This is an optimization exercise on Yosys and OpenROAD, whose aim is small area, not a production implementation. At most, simulation tests tie the RTL to the original design; equivalence was not proved.

==> run a: inputs <==
Design regfile_bypass_sb, start of the top module:
module regfile_bypass_sb
#(
  parameter int DATA_W   = regfile_pkg::DATA_W_DEF,
  parameter int NUM_REGS = regfile_pkg::NUM_REGS_DEF,
  parameter int ZERO_REG = 1,
  parameter int BYPASS   = 1,
  localparam int ADDR_W  = $clog2(NUM_REGS)
) (
  input  logic              clk,
  input  logic              reset,
  input  logic [ADDR_W-1:0] rd_addr_a,
  input  logic [ADDR_W-1:0] rd_addr_b,
  output logic [DATA_W-1:0] rd_data_a,
  output logic [DATA_W-1:0] rd_data_b,
  output logic              rd_busy_a,
  output logic              rd_busy_b,
  input  logic              wr_en,
  input  logic [ADDR_W-1:0] wr_addr,
  input  logic [DATA_W-1:0] wr_data,
  input  logic              iss_en,
  input  logic [ADDR_W-1:0] iss_addr,
  input  logic              flush
);
  logic [DATA_W-1:0]   regs_q [NUM_REGS];
  logic [DATA_W-1:0]   regs_d [NUM_REGS];
  logic [NUM_REGS-1:1] vld_q;
  logic [NUM_REGS-1:1] we;
  assign regs_q[0] = '0;
  assign regs_d[0] = '0;
  for (genvar i = 1; i < NUM_REGS; i++) begin : g_reg
    assign we[i] = wr_en && (wr_addr == ADDR_W'(i));
    regfile_wrow #(.DATA_W(DATA_W)) u_wrow (
      .we   (we[i]),
      .we_n (!we[i]),
      .wd   (wr_data),
      .q    (regs_q[i]),
      .d    (regs_d[i])
    );
    always_ff @(posedge clk) begin
      regs_q[i] <= regs_d[i];
    end
    always_ff @(posedge clk or posedge reset) begin
      if (reset) begin
        vld_q[i] <= 1'b0;
      end else if (we[i]) begin
        vld_q[i] <= 1'b1;
      end
    end
  end
  logic sb_busy_a;
  logic sb_busy_b;
  regfile_scoreboard #(
    .NUM_REGS (NUM_REGS)
  ) u_sb (
    .clk         (clk),
  ...
==> module regfile_scoreboard, before the edit <==
module regfile_scoreboard
#(
  parameter int NUM_REGS = regfile_pkg::NUM_REGS_DEF,
  localparam int ADDR_W  = $clog2(NUM_REGS)
) (
  input  logic              clk,
  input  logic              reset,
  input  logic              set_en_i,
  input  logic [ADDR_W-1:0] set_addr_i,
  input  logic              clr_en_i,
  input  logic [ADDR_W-1:0] clr_addr_i,
  input  logic              flush_i,
  input  logic [ADDR_W-1:0] lk_addr_a_i,
  input  logic [ADDR_W-1:0] lk_addr_b_i,
  output logic              busy_a_o,
  output logic              busy_b_o
);
  logic [NUM_REGS-1:1] pend_q;
  for (genvar i = 1; i < NUM_REGS; i++) begin : g_pend
    always_ff @(posedge clk or posedge reset) begin
      if (reset) begin
        pend_q[i] <= 1'b0;
      end else if (flush_i) begin
        pend_q[i] <= 1'b0;
      end else if (set_en_i && set_addr_i == ADDR_W'(i)) begin
        pend_q[i] <= 1'b1;
      end else if (clr_en_i && clr_addr_i == ADDR_W'(i)) begin
        pend_q[i] <= 1'b0;
      end
    end
  end
  assign busy_a_o = (lk_addr_a_i != '0) && pend_q[lk_addr_a_i];
  assign busy_b_o = (lk_addr_b_i != '0) && pend_q[lk_addr_b_i];
endmodule
==> module regfile_rmux, before the edit <==
module regfile_rmux #(
  parameter int DATA_W = 32,
  parameter int N      = 32
) (
  input  logic [N-1:0]      sel,
  input  logic [N-1:0][DATA_W-1:0] din,
  output logic [DATA_W-1:0] dout
);
  always_comb begin
    dout = '0;
    for (int i = 0; i < N; i++) begin
      dout = dout | (din[i] & {DATA_W{sel[i]}});
    end
  end
endmodule
==> module regfile_bypass_sb, before the edit <==
module regfile_bypass_sb
#(
  parameter int DATA_W   = regfile_pkg::DATA_W_DEF,
  parameter int NUM_REGS = regfile_pkg::NUM_REGS_DEF,
  parameter int ZERO_REG = 1,
  parameter int BYPASS   = 1,
  localparam int ADDR_W  = $clog2(NUM_REGS)
) (
  input  logic              clk,
  input  logic              reset,
  input  logic [ADDR_W-1:0] rd_addr_a,
  input  logic [ADDR_W-1:0] rd_addr_b,
  output logic [DATA_W-1:0] rd_data_a,
  output logic [DATA_W-1:0] rd_data_b,
  output logic              rd_busy_a,
  output logic              rd_busy_b,
  input  logic              wr_en,
  input  logic [ADDR_W-1:0] wr_addr,
  input  logic [DATA_W-1:0] wr_data,
  input  logic              iss_en,
  input  logic [ADDR_W-1:0] iss_addr,
  input  logic              flush
);
  logic [DATA_W-1:0]   regs_q [NUM_REGS];
  logic [DATA_W-1:0]   regs_d [NUM_REGS];
  logic [NUM_REGS-1:1] vld_q;
  logic [NUM_REGS-1:1] we;
  assign regs_q[0] = '0;
  assign regs_d[0] = '0;
  for (genvar i = 1; i < NUM_REGS; i++) begin : g_reg
    assign we[i] = wr_en && (wr_addr == ADDR_W'(i));
    regfile_wrow #(.DATA_W(DATA_W)) u_wrow (
      .we   (we[i]),
      .we_n (!we[i]),
      .wd   (wr_data),
      .q    (regs_q[i]),
      .d    (regs_d[i])
    );
    always_ff @(posedge clk) begin
      regs_q[i] <= regs_d[i];
    end
    always_ff @(posedge clk or posedge reset) begin
      if (reset) begin
        vld_q[i] <= 1'b0;
      end else if (we[i]) begin
        vld_q[i] <= 1'b1;
      end
    end
  end
  logic sb_busy_a;
  logic sb_busy_b;
  regfile_scoreboard #(
    .NUM_REGS (NUM_REGS)
  ) u_sb (
    .clk         (clk),
    .reset       (reset),
    .set_en_i    (iss_en),
    .set_addr_i  (iss_addr),
    .clr_en_i    (wr_en),
    .clr_addr_i  (wr_addr),
    .flush_i     (flush),
    .lk_addr_a_i (rd_addr_a),
    .lk_addr_b_i (rd_addr_b),
    .busy_a_o    (sb_busy_a),
    .busy_b_o    (sb_busy_b)
  );
  logic hit_a;
  logic hit_b;
  assign hit_a = wr_en && (wr_addr == rd_addr_a) && (rd_addr_a != '0);
  assign hit_b = wr_en && (wr_addr == rd_addr_b) && (rd_addr_b != '0);
  logic [NUM_REGS-1:0] sel_a;
  logic [NUM_REGS-1:0] sel_b;
  logic [NUM_REGS-1:0][DATA_W-1:0] din;
  assign sel_a[0] = hit_a;
  assign sel_b[0] = hit_b;
  assign din[0]   = wr_data;
  for (genvar i = 1; i < NUM_REGS; i++) begin : g_sel
    assign sel_a[i] = !hit_a && vld_q[i] && (rd_addr_a == ADDR_W'(i));
    assign sel_b[i] = !hit_b && vld_q[i] && (rd_addr_b == ADDR_W'(i));
    assign din[i]   = regs_q[i];
  end
  regfile_rmux #(.DATA_W(DATA_W), .N(NUM_REGS)) u_rmux_a (
    .sel (sel_a), .din (din), .dout (rd_data_a)
  );
  regfile_rmux #(.DATA_W(DATA_W), .N(NUM_REGS)) u_rmux_b (
    .sel (sel_b), .din (din), .dout (rd_data_b)
  );
  assign rd_busy_a = sb_busy_a && !hit_a;
  assign rd_busy_b = sb_busy_b && !hit_b;
endmodule
clock: 5.0 ns
lec_check: 0
cap_margin: 20
core_margin: 2
core_utilization: 40
setup_slack_margin: 0.3
slew_margin: 20
synth_hierarchical: 1
run.sh (not shown) runs the stock make flow with config.mk's settings and CLKGATE_MAP_FILE= SYNTH_SCRIPT=/design/flow/synth_recipe.tcl, a recipe that flattens the netlist after the stock synthesis.
==> inputs of run b, as changes to run a <==
==> flow/design.v (replaced) <==
package regfile_pkg;
  localparam int DATA_W_DEF   = 32;
  localparam int NUM_REGS_DEF = 32;
  localparam int REG_ZERO = 0;
  localparam int REG_RA   = 31;
  function automatic logic is_zero_reg(
    input int   zero_en,
    input logic [31:0] addr
  );
    is_zero_reg = (zero_en != 0) && (addr == 32'(REG_ZERO));
  endfunction
endpackage
module regfile_scoreboard
#(
  parameter int NUM_REGS = regfile_pkg::NUM_REGS_DEF
) (
  input  logic                clk,
  input  logic                reset,
  input  logic [NUM_REGS-2:0] set_oh_i,
  input  logic [NUM_REGS-2:0] clr_oh_i,
  input  logic                flush_i,
  input  logic [NUM_REGS-2:0] lk_oh_a_i,
  input  logic [NUM_REGS-2:0] lk_oh_b_i,
  output logic                busy_a_o,
  output logic                busy_b_o
);
  logic [NUM_REGS-2:0] pend_q;
  logic [NUM_REGS-2:0] pend_d;
  assign pend_d = flush_i ? '0 : (set_oh_i | (pend_q & ~clr_oh_i));
  always_ff @(posedge clk or posedge reset) begin
    if (reset) begin
      pend_q <= '0;
    end else begin
      pend_q <= pend_d;
    end
  end
  assign busy_a_o = |(lk_oh_a_i & pend_q & ~clr_oh_i);
  assign busy_b_o = |(lk_oh_b_i & pend_q & ~clr_oh_i);
endmodule
module regfile_wrow #(
  parameter int DATA_W = 32
) (
  input  logic              we,
  input  logic              we_n,
  input  logic [DATA_W-1:0] wd,
  input  logic [DATA_W-1:0] q,
  output logic [DATA_W-1:0] d
);
  assign d = (wd & {DATA_W{we}}) | (q & {DATA_W{we_n}});
endmodule
module regfile_ao3 (
  input  logic [2:0] sel,
  input  logic [2:0] din,
  output logic       y_n
);
  assign y_n = !(|(sel & din));
endmodule
module regfile_rmux #(
  parameter int DATA_W = 32,
  parameter int N      = 31,
  localparam int G     = N / 3,
  localparam int R     = N - 3 * G
) (
  input  logic [N-1:0]             sel,
  input  logic [N-1:0][DATA_W-1:0] din,
  output logic [DATA_W-1:0]        dout
);
  for (genvar b = 0; b < DATA_W; b++) begin : g_bit
    logic [N-1:0] din_b;
    logic [G:0]   grp_n;
    for (genvar i = 0; i < N; i++) begin : g_in
      assign din_b[i] = din[i][b];
    end
    for (genvar g = 0; g < G; g++) begin : g_grp
      regfile_ao3 u_ao3 (
        .sel (sel[3*g +: 3]),
        .din (din_b[3*g +: 3]),
        .y_n (grp_n[g])
      );
    end
    if (R > 0) begin : g_rem
      assign grp_n[G] = !(|(sel[N-1:3*G] & din_b[N-1:3*G]));
    end else begin : g_norem
      assign grp_n[G] = 1'b1;
    end
    assign dout[b] = !(&grp_n);
  end
endmodule
module regfile_bypass_sb
#(
  parameter int DATA_W   = regfile_pkg::DATA_W_DEF,
  parameter int NUM_REGS = regfile_pkg::NUM_REGS_DEF,
  parameter int ZERO_REG = 1,
  parameter int BYPASS   = 1,
  localparam int ADDR_W  = $clog2(NUM_REGS)
) (
  input  logic              clk,
  input  logic              reset,
  input  logic [ADDR_W-1:0] rd_addr_a,
  input  logic [ADDR_W-1:0] rd_addr_b,
  output logic [DATA_W-1:0] rd_data_a,
  output logic [DATA_W-1:0] rd_data_b,
  output logic              rd_busy_a,
  output logic              rd_busy_b,
  input  logic              wr_en,
  input  logic [ADDR_W-1:0] wr_addr,
  input  logic [DATA_W-1:0] wr_data,
  input  logic              iss_en,
  input  logic [ADDR_W-1:0] iss_addr,
  input  logic              flush
);
  logic [NUM_REGS-2:0][DATA_W-1:0] regs_q;
  logic [NUM_REGS-2:0][DATA_W-1:0] regs_d;
  logic [NUM_REGS-2:0]             vld_q;
  logic [NUM_REGS-2:0]             vld_d;
  logic [NUM_REGS-2:0]             we;
  logic [NUM_REGS-2:0]             dec_a;
  logic [NUM_REGS-2:0]             dec_b;
  logic [NUM_REGS-2:0]             iss;
  logic [NUM_REGS-2:0]             sel_a;
  logic [NUM_REGS-2:0]             sel_b;
  for (genvar i = 0; i < NUM_REGS - 1; i++) begin : g_reg
    assign we[i] = wr_en && (wr_addr == ADDR_W'(i + 1));
    regfile_wrow #(.DATA_W(DATA_W)) u_wrow (
      .we   (we[i]),
      .we_n (!we[i]),
      .wd   (wr_data),
      .q    (regs_q[i]),
      .d    (regs_d[i])
    );
    always_ff @(posedge clk) begin
      regs_q[i] <= regs_d[i];
    end
    assign vld_d[i] = vld_q[i] || we[i];
    always_ff @(posedge clk or posedge reset) begin
      if (reset) begin
        vld_q[i] <= 1'b0;
      end else begin
        vld_q[i] <= vld_d[i];
      end
    end
    assign dec_a[i] = (rd_addr_a == ADDR_W'(i + 1));
    assign dec_b[i] = (rd_addr_b == ADDR_W'(i + 1));
    assign sel_a[i] = vld_q[i] && !we[i] && dec_a[i];
    assign sel_b[i] = vld_q[i] && !we[i] && dec_b[i];
    assign iss[i]   = iss_en && (iss_addr == ADDR_W'(i + 1));
  end
  logic hit_a;
  logic hit_b;
  assign hit_a = wr_en && (wr_addr == rd_addr_a) && (rd_addr_a != '0);
  assign hit_b = wr_en && (wr_addr == rd_addr_b) && (rd_addr_b != '0);
  regfile_rmux #(.DATA_W(DATA_W), .N(NUM_REGS)) u_rmux_a (
    .sel ({sel_a, hit_a}), .din ({regs_q, wr_data}), .dout (rd_data_a)
  );
  regfile_rmux #(.DATA_W(DATA_W), .N(NUM_REGS)) u_rmux_b (
    .sel ({sel_b, hit_b}), .din ({regs_q, wr_data}), .dout (rd_data_b)
  );
  regfile_scoreboard #(
    .NUM_REGS (NUM_REGS)
  ) u_sb (
    .clk       (clk),
    .reset     (reset),
    .set_oh_i  (iss),
    .clr_oh_i  (we),
    .flush_i   (flush),
    .lk_oh_a_i (dec_a),
    .lk_oh_b_i (dec_b),
    .busy_a_o  (rd_busy_a),
    .busy_b_o  (rd_busy_b)
  );
endmodule
==> flow/flow/run.sh (new file) <==
#!/bin/bash
set -euo pipefail
bash standard.sh MATCH_CELL_FOOTPRINT=0 \
  "BUFFER_PORTS_ARGS=-buffer_cell sky130_fd_sc_hd__buf_2" \
  finish > flow_make.log 2>&1
==> flow/standard.sh (new file) <==
#!/bin/bash
# synth_recipe.tcl (not shown) runs the flow's synth.tcl, then flattens the netlist and writes it again
# the make line also repeats each setting of config.mk as NAME=value (left out here)
make -C /OpenROAD-flow-scripts/flow DESIGN_CONFIG=/design/flow/config.mk WORK_HOME=/design/flow/orfs CLKGATE_MAP_FILE= SYNTH_SCRIPT=/design/flow/synth_recipe.tcl "${@:-finish}"
Settings changed: CTS_BUF_LIST set to sky130_fd_sc_hd__clkbuf_16, CTS_CLUSTER_DIAMETER set to 80, CTS_CLUSTER_SIZE set to 24, SETUP_SLACK_MARGIN 0.3 to 0.1.
removed: flow/run.sh
==> inputs of run c, as changes to run a <==
--- a/flow/design.v
+++ b/flow/design.v
@@ -57,15 +57,38 @@
 endmodule
+module regfile_ao3 (
+  input  logic [2:0] sel,
+  input  logic [2:0] din,
+  output logic       y_n
+);
+  assign y_n = !(|(sel & din));
+endmodule
 module regfile_rmux #(
   parameter int DATA_W = 32,
-  parameter int N      = 32
+  parameter int N      = 31,
+  localparam int G     = N / 3,
+  localparam int R     = N - 3 * G
 ) (
-  input  logic [N-1:0]      sel,
+  input  logic [N-1:0]             sel,
   input  logic [N-1:0][DATA_W-1:0] din,
-  output logic [DATA_W-1:0] dout
+  output logic [DATA_W-1:0]        dout
 );
-  always_comb begin
-    dout = '0;
-    for (int i = 0; i < N; i++) begin
-      dout = dout | (din[i] & {DATA_W{sel[i]}});
+  for (genvar b = 0; b < DATA_W; b++) begin : g_bit
+    logic [N-1:0] din_b;
+    logic [G:0]   grp_n;
+    for (genvar i = 0; i < N; i++) begin : g_in
+      assign din_b[i] = din[i][b];
     end
+    for (genvar g = 0; g < G; g++) begin : g_grp
+      regfile_ao3 u_ao3 (
+        .sel (sel[3*g +: 3]),
+        .din (din_b[3*g +: 3]),
+        .y_n (grp_n[g])
+      );
+    end
+    if (R > 0) begin : g_rem
+      assign grp_n[G] = !(|(sel[N-1:3*G] & din_b[N-1:3*G]));
+    end else begin : g_norem
+      assign grp_n[G] = 1'b1;
+    end
+    assign dout[b] = !(&grp_n);
   end
@@ -95,10 +118,11 @@
 );
-  logic [DATA_W-1:0]   regs_q [NUM_REGS];
-  logic [DATA_W-1:0]   regs_d [NUM_REGS];
-  logic [NUM_REGS-1:1] vld_q;
-  logic [NUM_REGS-1:1] we;
-  assign regs_q[0] = '0;
-  assign regs_d[0] = '0;
-  for (genvar i = 1; i < NUM_REGS; i++) begin : g_reg
-    assign we[i] = wr_en && (wr_addr == ADDR_W'(i));
+  logic [NUM_REGS-2:0][DATA_W-1:0] regs_q;
+  logic [NUM_REGS-2:0][DATA_W-1:0] regs_d;
+  logic [NUM_REGS-2:0]             vld_q;
+  logic [NUM_REGS-2:0]             vld_d;
+  logic [NUM_REGS-2:0]             we;
+  logic [NUM_REGS-2:0]             sel_a;
+  logic [NUM_REGS-2:0]             sel_b;
+  for (genvar i = 0; i < NUM_REGS - 1; i++) begin : g_reg
+    assign we[i] = wr_en && (wr_addr == ADDR_W'(i + 1));
     regfile_wrow #(.DATA_W(DATA_W)) u_wrow (
@@ -113,2 +137,3 @@
     end
+    assign vld_d[i] = vld_q[i] || we[i];
     always_ff @(posedge clk or posedge reset) begin
@@ -116,7 +141,15 @@
         vld_q[i] <= 1'b0;
-      end else if (we[i]) begin
-        vld_q[i] <= 1'b1;
+      end else begin
+        vld_q[i] <= vld_d[i];
       end
     end
+    assign sel_a[i] = vld_d[i] && (rd_addr_a == ADDR_W'(i + 1));
+    assign sel_b[i] = vld_d[i] && (rd_addr_b == ADDR_W'(i + 1));
   end
+  regfile_rmux #(.DATA_W(DATA_W), .N(NUM_REGS - 1)) u_rmux_a (
+    .sel (sel_a), .din (regs_d), .dout (rd_data_a)
+  );
+  regfile_rmux #(.DATA_W(DATA_W), .N(NUM_REGS - 1)) u_rmux_b (
+    .sel (sel_b), .din (regs_d), .dout (rd_data_b)
+  );
   logic sb_busy_a;
@@ -138,25 +171,4 @@
   );
-  logic hit_a;
-  logic hit_b;
-  assign hit_a = wr_en && (wr_addr == rd_addr_a) && (rd_addr_a != '0);
-  assign hit_b = wr_en && (wr_addr == rd_addr_b) && (rd_addr_b != '0);
-  logic [NUM_REGS-1:0] sel_a;
-  logic [NUM_REGS-1:0] sel_b;
-  logic [NUM_REGS-1:0][DATA_W-1:0] din;
-  assign sel_a[0] = hit_a;
-  assign sel_b[0] = hit_b;
-  assign din[0]   = wr_data;
-  for (genvar i = 1; i < NUM_REGS; i++) begin : g_sel
-    assign sel_a[i] = !hit_a && vld_q[i] && (rd_addr_a == ADDR_W'(i));
-    assign sel_b[i] = !hit_b && vld_q[i] && (rd_addr_b == ADDR_W'(i));
-    assign din[i]   = regs_q[i];
-  end
-  regfile_rmux #(.DATA_W(DATA_W), .N(NUM_REGS)) u_rmux_a (
-    .sel (sel_a), .din (din), .dout (rd_data_a)
-  );
-  regfile_rmux #(.DATA_W(DATA_W), .N(NUM_REGS)) u_rmux_b (
-    .sel (sel_b), .din (din), .dout (rd_data_b)
-  );
-  assign rd_busy_a = sb_busy_a && !hit_a;
-  assign rd_busy_b = sb_busy_b && !hit_b;
+  assign rd_busy_a = sb_busy_a && !(wr_en && wr_addr == rd_addr_a);
+  assign rd_busy_b = sb_busy_b && !(wr_en && wr_addr == rd_addr_b);
 endmodule
Settings changed: SETUP_SLACK_MARGIN 0.3 to 0.
==> results.cfg <==
[grt]
grt_use_total = 0.322

[cells_and_area]
multi_input_area_um2 = 20400

[die]
fp.coreArea_um2 = 109000

[worst_setup_path]
cp_slowest_stage_delay_ns = 1.00

[sta]
fin_crit_sh = 0.989

[run_status]
status = finished clean
# the run above: run b

==> results.cfg <==
[min_path]
hold_depth = 1

[cells_and_area]
multi_input_gates = 2798

[run_status]
status = finished with violations
so_faults = negative setup slack

[grt]
grt_use_total = 0.368

[sta]
timing.final.ws_setup_ns = -0.00852
setup_viol = 2

[worst_setup_path]
cp_slowest_stage_delay_ns = 0.63
# the run above: run a

==> results.cfg <==
[die]
fp.coreArea_um2 = 107000

[sta]
setup_viol = 11
timing.final.ws_setup_ns = -0.0623
finalHoldViolCount = 0

[worst_setup_path]
cp_slowest_stage_delay_ns = 0.64

[run_status]
so_faults = negative setup slack
status = finished with violations
# the run above: run c

Only the layout flow was run in run a and run c; the RTL was not checked for function there.

-- afterwards: timing with drivers on the ports --
How much do the figures lean on ideal ports? The routed layouts below were timed once more, with nothing changed but the port constraints.
Step 1: set_driving_cell puts a clkbuf_16 on clk and a buf_2 on each other input, an assumption about the parent block.
Step 2 adds t to the input delays and takes it off the output delays; t is the mean of the earliest and latest rising clock arrival at the registers after step 1. Input paths then give back, and output paths get back, about the clock's delay inside the block.
Three values: no drivers, after step 1, after step 2; two values: the first two.
run | t, ns | setup WS [ns] | clock arrival spread, ns | slew at the worst register clock pin (ns) | pins driven straight from the clock port
run a | 0.800 | -0.009 / -0.053 / -0.053 | 0.042 / 0.042 | 0.07 / 0.07 | 1
run b | 0.747 | 0.056 / 0.036 / 0.036 | 0.034 / 0.034 | 0.10 / 0.10 | 1
run c | 0.774 | -0.062 / -0.102 / -0.102 | 0.031 / 0.031 | 0.07 / 0.07 | 1
The setup slack of run a, which loses most, moves by -0.044 ns with the drivers and by -0.044 ns with both steps.
